From an optimization exercise on the open Yosys and OpenROAD flow, aimed at small area, a short achievable clock period and few clock cycles per item; shortcuts taken in it are not production practice. No functional check of the RTL was part of any run shown here.

==> flow/design.v, too long to show whole: its modules and the start of the top module <==
// module mul_pipe_unit: 1213 lines
// module fa_cell: 10 lines
// module ha_cell: 9 lines
module mul_pipe_unit #(
    parameter int XLEN   = 32,
    parameter int STAGES = 3,
    parameter int TAG_W  = 5
) (
    input  logic              CLK_0,
    input  logic              RST_0,
    input  logic              in_valid,
    output logic              in_ready,
    input  logic [1:0]        in_op,
    input  logic [XLEN-1:0]   in_a,
    input  logic [XLEN-1:0]   in_b,
    input  logic [TAG_W-1:0]  in_tag,
    output logic              out_valid,
    input  logic              out_ready,
    output logic [XLEN-1:0]   out_result,
    output logic [TAG_W-1:0]  out_tag
);
  // ...
==> flow/flow/run.sh <==
#!/bin/bash
# Own layout flow: the standard ORFS flow with the standard synthesis unchanged;
# the port buffers are plain sky130_fd_sc_hd__buf_1 cells. make's full output
# goes to flow_make.log here; ORFS's per-step logs are under orfs/logs/.
set -euo pipefail
bash standard.sh "BUFFER_PORTS_ARGS=-buffer_cell sky130_fd_sc_hd__buf_1" SETUP_SLACK_MARGIN=5.2 finish > flow_make.log 2>&1
==> flow/standard.sh <==
#!/bin/bash
# synth_recipe.tcl (not shown) runs the flow's synth.tcl, then flattens the netlist and writes it again
# the make line also repeats each setting of config.mk as NAME=value (left out here)
make -C /OpenROAD-flow-scripts/flow DESIGN_CONFIG=/design/flow/config.mk WORK_HOME=/design/flow/orfs CLKGATE_MAP_FILE= SYNTH_SCRIPT=/design/flow/synth_recipe.tcl "${@:-finish}"
==> flow/config.mk <==
export PLATFORM = sky130hd
export DESIGN_NAME = mul_pipe_unit
export DESIGN_NICKNAME = mul_pipe_unit
export VERILOG_FILES = /design/flow/design.v
export SDC_FILE = /design/flow/constraint.sdc
export NUM_CORES = 4
export LEC_CHECK = 0
export ABC_AREA = 1
export CAP_MARGIN = 20
export CORE_MARGIN = 2
export CORE_UTILIZATION = 40
export SLEW_MARGIN = 20
export SYNTH_HIERARCHICAL = 1
==> flow/constraint.sdc <==
create_clock -name core_clock -period 10.0 [get_ports {CLK_0}]
set_input_delay 2.0000 -clock core_clock [delete_from_list [all_inputs] [get_ports {CLK_0}]]
set_output_delay 2.0000 -clock core_clock [all_outputs]
set_load 0.01 [all_outputs]
==> metrics.md, run 1 <==
| Metric | Value |
|---|---|
| Post-CTS setup buffers | `3` |
| Wl on met1 | `41.93 mm` |
| Slew Limit Fails | `0` |
| Final Cycle Share | `47.50%` |
| Largest regs | `a_nq: 33 flops, x_q: 32 flops, y_q: 32 flops` |
| TritonCTS clock tree | `done` |
| Syn_area_per_cell | `9.138 sq um` |
| Avg Vias per Cell | `5.869` |
| Total CTS buffers | `17` |
| Multi-input gates | `2618` |
| Relative slew slack | `35.53%` |
| Mapped cell area | `0.03134 sq mm` |
| Crit Path Category | `in2out` |
| Syn nets | `4109` |
| Actual slew at the worst max-slew pin | `0.9671 ns` |
| Netlist cell types | `33` |
| # resized after CTS | `3` |
| Max cap viols | `0` |
| Most frequent cells in the layout | `xor2_1, nand2_1, o22ai_1` |
| Max Clk Rate | `0.2105 GHz` |
| Crit path to | `in_ready` |
| Synth top area cells | `fa_1, edfxtp_1, xor2_1` |
| Initial DRC Count | `2932` |
| Reg-to-reg critical path startpoint | `btwo_nq[4]` |
| Min Hold Slack | `0.4227 ns` |
| #FFs+latches synth | `185` |
| Most frequent cells after synthesis | `xor2_1, nand2_1, o22ai_1` |
| Routed wire length | `109.1 mm` |
| Placed cell areas | `0.03238 sq mm` |
| Status | `complete, no violations` |
| Worst Hold Class | `reg2reg` |
| RSZ-0062 raised after global routing | `no` |
| Critical path startpoint category | `input port` |
| Mapped Cells | `3430` |
| Register area | `0.005535 sq mm` |
| Setup TNS | `0 ns` |
| CTS max path bufs | `2` |
| CP startpoint | `out_ready` |
| Vias in the first global route | `26890` |
==> run 2, diff against run 1 <==
--- a/flow/design.v
+++ b/flow/design.v
@@ -1184,36 +1184,36 @@
     fa_cell u_f475 (.a(f363s), .b(f416c), .ci(f417s), .co(f475c), .s(f475s));
     fa_cell u_f476 (.a(f363c), .b(f418s), .ci(f417c), .co(f476c), .s(f476s));
     fa_cell u_f477 (.a(h55s), .b(f418c), .ci(f419s), .co(f477c), .s(f477s));
     fa_cell u_f478 (.a(h55c), .b(h58s), .ci(f419c), .co(f478c), .s(f478s));
     fa_cell u_f479 (.a(pp[542]), .b(h58c), .ci(h59s), .co(f479c), .s(f479s));
     logic [63:0] cs_s, cs_c;
     assign cs_s = {f479s, f477c, f477s, f476s, f475s, f474s, f472c, f471c, f470c, f469c, f469s, f468s, f466c, f465c, f464c, f463c, f462c, f461c, f460c, f459c, f458c, f457c, f456c, f455c, f454c, f453c, f452c, f451c, f450c, f449c, f448c, f447c, f446c, f445c, f444c, f443c, f442c, f441c, f440c, f439c, f438c, f437c, f436c, f435c, f434c, f433c, f432c, f431c, f430c, f429c, f428c, f427c, f426c, f425c, f424c, f423c, f422c, f421c, f420c, h61c, h60c, pp[34], pp[1], bneg_q[0]};
     assign cs_c = {f478c, f478s, f476c, f475c, f474c, f473c, f473s, f472s, f471s, f470s, f468c, f467c, f467s, f466s, f465s, f464s, f463s, f462s, f461s, f460s, f459s, f458s, f457s, f456s, f455s, f454s, f453s, f452s, f451s, f450s, f449s, f448s, f447s, f446s, f445s, f444s, f443s, f442s, f441s, f440s, f439s, f438s, f437s, f436s, f435s, f434s, f433s, f432s, f431s, f430s, f429s, f428s, f427s, f426s, f425s, f424s, f423s, f422s, f421s, f420s, h61s, h60s, 1'b0, pp[0]};
-    logic [20:0] low_sum;
-    assign low_sum = {1'b0, cs_s[19:0]} + {1'b0, cs_c[19:0]};
+    logic [28:0] low_sum;
+    assign low_sum = {1'b0, cs_s[27:0]} + {1'b0, cs_c[27:0]};
     logic [31:0]      x_q, y_q;
-    logic [11:0]  lx_q, ly_q;
+    logic [3:0]  lx_q, ly_q;
     logic             lc_q;
     logic [TAG_W-1:0] tag_q2;
     always_ff @(posedge CLK_0) begin
         if (adv) begin
             x_q    <= mul_q1 ? cs_s[31:0] : cs_s[63:32];
             y_q    <= mul_q1 ? cs_c[31:0] : cs_c[63:32];
-            lx_q   <= mul_q1 ? '0 : cs_s[31:20];
-            ly_q   <= mul_q1 ? '0 : cs_c[31:20];
-            lc_q   <= !mul_q1 & low_sum[20];
+            lx_q   <= mul_q1 ? '0 : cs_s[31:28];
+            ly_q   <= mul_q1 ? '0 : cs_c[31:28];
+            lc_q   <= !mul_q1 & low_sum[28];
             tag_q2 <= tag_q1;
         end
     end
-    logic [44:0] fin;
+    logic [36:0] fin;
     assign fin = {x_q, lx_q, 1'b1} + {y_q, ly_q, lc_q};
     assign out_valid  = v2;
-    assign out_result = fin[44:13];
+    assign out_result = fin[36:5];
     assign out_tag    = tag_q2;
 endmodule
 module fa_cell (
     input  logic a,
     input  logic b,
     input  logic ci,
     output logic co,
     output logic s
==> flow/flow/run.sh (replaced) <==
#!/bin/bash
# Own layout flow: the standard ORFS flow with the standard synthesis unchanged;
# the port buffers are plain sky130_fd_sc_hd__buf_1 cells. make's full output
# goes to flow_make.log here; ORFS's per-step logs are under orfs/logs/.
set -euo pipefail
bash standard.sh "BUFFER_PORTS_ARGS=-buffer_cell sky130_fd_sc_hd__buf_1"  finish > flow_make.log 2>&1
--- a/flow/config.mk
+++ b/flow/config.mk
@@ -4,10 +4,11 @@
 export VERILOG_FILES = /design/flow/design.v
 export SDC_FILE = /design/flow/constraint.sdc
 export NUM_CORES = 4
 export LEC_CHECK = 0
 export ABC_AREA = 1
 export CAP_MARGIN = 20
 export CORE_MARGIN = 2
 export CORE_UTILIZATION = 40
+export SETUP_SLACK_MARGIN = 5
 export SLEW_MARGIN = 20
 export SYNTH_HIERARCHICAL = 1
==> run 2 against run 1 <==
Via count fell by 4.9%. Count of clock-buffer cells in the layout up 1. Sequential cell count down 16. Final area is 3.7% lower. Utilization rose by 0.23 points. Worst setup slack got worse by 0.098 ns. Synthesized area shrank 4.8%. Clock skew increased by 0.0036 ns. First-iteration DRC count is 4.9% higher. Cell count is 7.7% lower. Largest cell class unchanged. Highest routed layer unchanged.
==> metrics.md, run 2 <==
| Metric | Value |
|---|---|
| Status | `complete, no violations` |
| # clock sinks | `169` |
| Final Cycle Share | `48.48% (+0.98 points)` |
| Routed wire length | `108.5 mm (-0.63%)` |
| Number of flip-flops in the largest register | `33` |
| Multiplexer area fraction after synthesis | `0%` |
| Antenna Nets Post-Route | `0` |
| Actual slew at the worst max-slew pin | `0.9578 ns (-0.009249 ns)` |
| Adder-cell share of the synthesized area | `37.41%` |
| Placed cell areas | `0.03080 sq mm (-4.9%)` |
| Clock Latency Late Sink | `0.50 ns` |
| Final instance area | `0.03194 sq mm` |
| Worst Hold Class | `reg2reg` |
| Layout Nets | `3723` |
| Crit Path Category | `reg2reg` |
| Critical path startpoint category | `register` |
| Vias in the first global route | `25110 (-6.6%)` |
| Clock-pin transition on the worst setup and hold timing paths | `0.07 ns` |
| Crit path largest cell delay | `0.54 ns` |
| # port buffers | `113` |
| Fin cells | `4028` |
| TritonCTS clock tree | `done` |
| Primary FF master, synth | `edfxtp_1` |
| IO Pins | `114` |
| CTS max path bufs | `2 (unchanged)` |
| Pin count of the biggest net entering global routing | `76` |
| Residual DRC | `0` |
| Drt first pass iters | `6` |
| Post-Synth Simple-Gate Area | `8.269%` |
| Die area | `0.07679 sq mm` |
| Slew Limit Fails | `0 (unchanged)` |
| Synthesis-to-layout area growth | `7.049%` |
| Root Driver | `clkbuf_16` |
| Compound-Gate Fraction of Synth Area | `12.83%` |
| Worst Clk Skew | `0.01673 ns` |
| WP data arrival | `5.18 ns` |
| Max cap viols | `0 (unchanged)` |
| Leading area contributor after synthesis | `fa_1` |
| CP Capture Type | `register` |
| Dpl hpwl | `70.83 mm` |
| Total number of vias | `24370` |
| Most frequent cells in the layout | `xor2_1, o22ai_1, fa_1` |
| Worst path cell trace | `buf_4, o22ai_1, xor2_1, fa_1, fa_1, fa_1, fa_1, fa_2, ha_4, nand2_1, nor2_2, nand4_1, nor4_1, nand2_1, a21oi_1` |
| Largest regs | `a_nq: 33 flops, x_q: 32 flops, y_q: 32 flops` |
| Antenna violations before repair | `5` |
| DIE HEIGHT | `277.1 um` |
| XOR/XNOR share of the synthesized area | `17.79%` |
| #FFs+latches synth | `169 (-8.6%)` |
| Most frequent cells after synthesis | `xor2_1, o22ai_1, fa_1` |
| Final GP Congestion | `1.024` |
| Min Hold Slack | `0.4212 ns (-0.001521 ns)` |
| Number of flops mapped to enable cells by yosys | `167` |
| Row Count | `100` |
| Synth top area share | `32.21%` |
| Avg Vias per Cell | `6.051 (+3.1%)` |
| Critical-path top delay cell | `fa_1` |
| Die width | `277.1 um` |
| Post-Place Setup Slack | `4.719 ns` |
| Ys Warns | `7` |
| Setup TNS | `0 ns (unchanged)` |
| Crit path max-delay family | `adder cells` |
| Largest Register | `a_nq` |
| Relative slew slack | `36.07% (+0.54 points)` |
| Commonest non-fill, non-tap cell in the layout | `xor2_1` |
| Placed cells | `3979` |
| Effective utilization at floorplan | `40.21%` |
| Synth async-reset ratio | `0%` |
| Finished Core Util | `43.05%` |
| Worst EP required | `10.34 ns` |
| Max Clk Rate | `0.2063 GHz (-2.0%)` |
| Syn nets | `3829 (-6.8%)` |
| Hold buffers post-CTS | `0` |
| Global-route wire length before repair | `160.8 mm` |
| Mapped Cells | `3150 (-8.2%)` |
| Seq/Total Area, Yosys | `16.94%` |
| Critical Path Most Common Cell | `fa_1` |
| Endpoints failing hold | `0` |
| Htree depth | `4` |
| Final worst setup slack | `5.152 ns` |
| Total grt overflow | `0` |
| Crit path time final | `4.848 ns` |
| Netlist cell types | `30 (-9.1%)` |
| Total CTS buffers | `17 (unchanged)` |
| Total GRT Usage | `28.09%` |
| Core Region | `0.07420 sq mm` |
| Avg WL per Cell | `26.92 um` |
| Share of layout cells above drive strength 1 | `5.528%` |
| Initial DRC Count | `3075 (+4.9%)` |
| Mapped cell area | `0.02984 sq mm (-4.8%)` |
| Endpoints failing setup | `0` |
| Synth top area cells | `fa_1, xor2_1, edfxtp_1` |
| Critical path buffers and inverters | `1` |
| CP Max Fanout | `33` |
| Main combinational cell family by area after synthesis | `adder cells` |
| Syn_area_per_cell | `9.472 sq um (+3.7%)` |
| Top-count cell post-synth | `xor2_1` |
| RSZ-0062 raised after global routing | `no` |
-- run 2: area by class of cell --
type                       instances  area, sq um
clock inverter                    14        200.2
tap                              969         1212
sequential                       169         5055
timing repair buffer             216         1543
antenna                            2        5.005
inverter                         179        676.9
multi-input combinational       2461        22820
clock buffer                      18        429.2
fill                            7269        42260
-- run 2: timing repair --
item / in CTS / in global routing
gates cloned: 0 / 3
resized for setup: 7 / 87
setup endpoints to repair: 1 / 1
setup buffers: 5 / 7
pin swaps: 0 / 3
-- run 2: modules after synthesis, one instance, submodules excluded --
module         flip-flops and latches  cells  copies in the design  cell area (sq um)
mul_pipe_unit                     169   2608                     1              19450
fa_cell                             0      1                   480              20.02
ha_cell                             0      1                    62              12.51
-- run 2: layer usage --
metal	up-vias	track usage (%)	part of all wire [%]
met5	-	0	0.028
met4	4	14.84	5.4
li1	10300	-	-
met1	12020	36.46	39
met3	351	8.310	12
met2	1702	42.33	44
-- run 2: cell families after synthesis --
group / Yosys count
AO/OA/AOI/OAI: 632
AND/OR/NAND/NOR: 619
XOR/XNOR: 606
adder cells (fa/ha/maj): 604
buffers and inverters: 520
flip-flops: 169
-- run 2: worst paths after layout --
check	startpoint	endpoint	slack, ns	cells past startpoint
setup reg to reg	btwo_nq[9]	lc_q	5.15	15
setup / recovery	btwo_nq[9]	lc_q	5.15	15
hold reg to reg	tag_q1[1]	tag_q2[1]	0.42	0
hold / removal	tag_q1[1]	tag_q2[1]	0.42	0
-- run 2: worst reg2reg max path, cell delays in order (launching register included) --
cell and delay (ns):
edfxtp_1 0.32, buf_4 0.46, o22ai_1 0.19, xor2_1 0.19, fa_1 0.44, fa_1 0.54
fa_1 0.44, fa_1 0.54, fa_2 0.48, ha_4 0.29, nand2_1 0.09, nor2_2 0.13
nand4_1 0.11, nor4_1 0.24, nand2_1 0.08, a21oi_1 0.13

-- what the ideal ports hide --
The flow's constraints put no driver on any port. The routed layouts listed below were extracted and timed again, unchanged, in two steps.
Step 1 assumes that a clkbuf_16 drives the clock port and a buf_2 every other input.
Step 2 adds t to the input delays and takes it off the output delays; t is the mean of the earliest and latest rising clock arrival at the registers after step 1. Input paths then give back, and output paths get back, about the clock's delay inside the block.
a / b / c = ideal ports / drivers / drivers and shift; a / b = the first two.
run	t, ns	slack for setup (ns)	clock arrival spread, ns	worst slew at a driven data input, ns	pins driven straight from the clock port
run 1	0.552	5.250 / 5.229 / 5.229	0.014 / 0.014	0.05	1
run 2	0.550	5.152 / 5.152 / 5.152	0.016 / 0.017	0.05	1
After both steps every run listed still meets setup and hold. The setup slack of run 1, which loses most, moves by -0.021 ns with the drivers and by -0.021 ns with both steps.
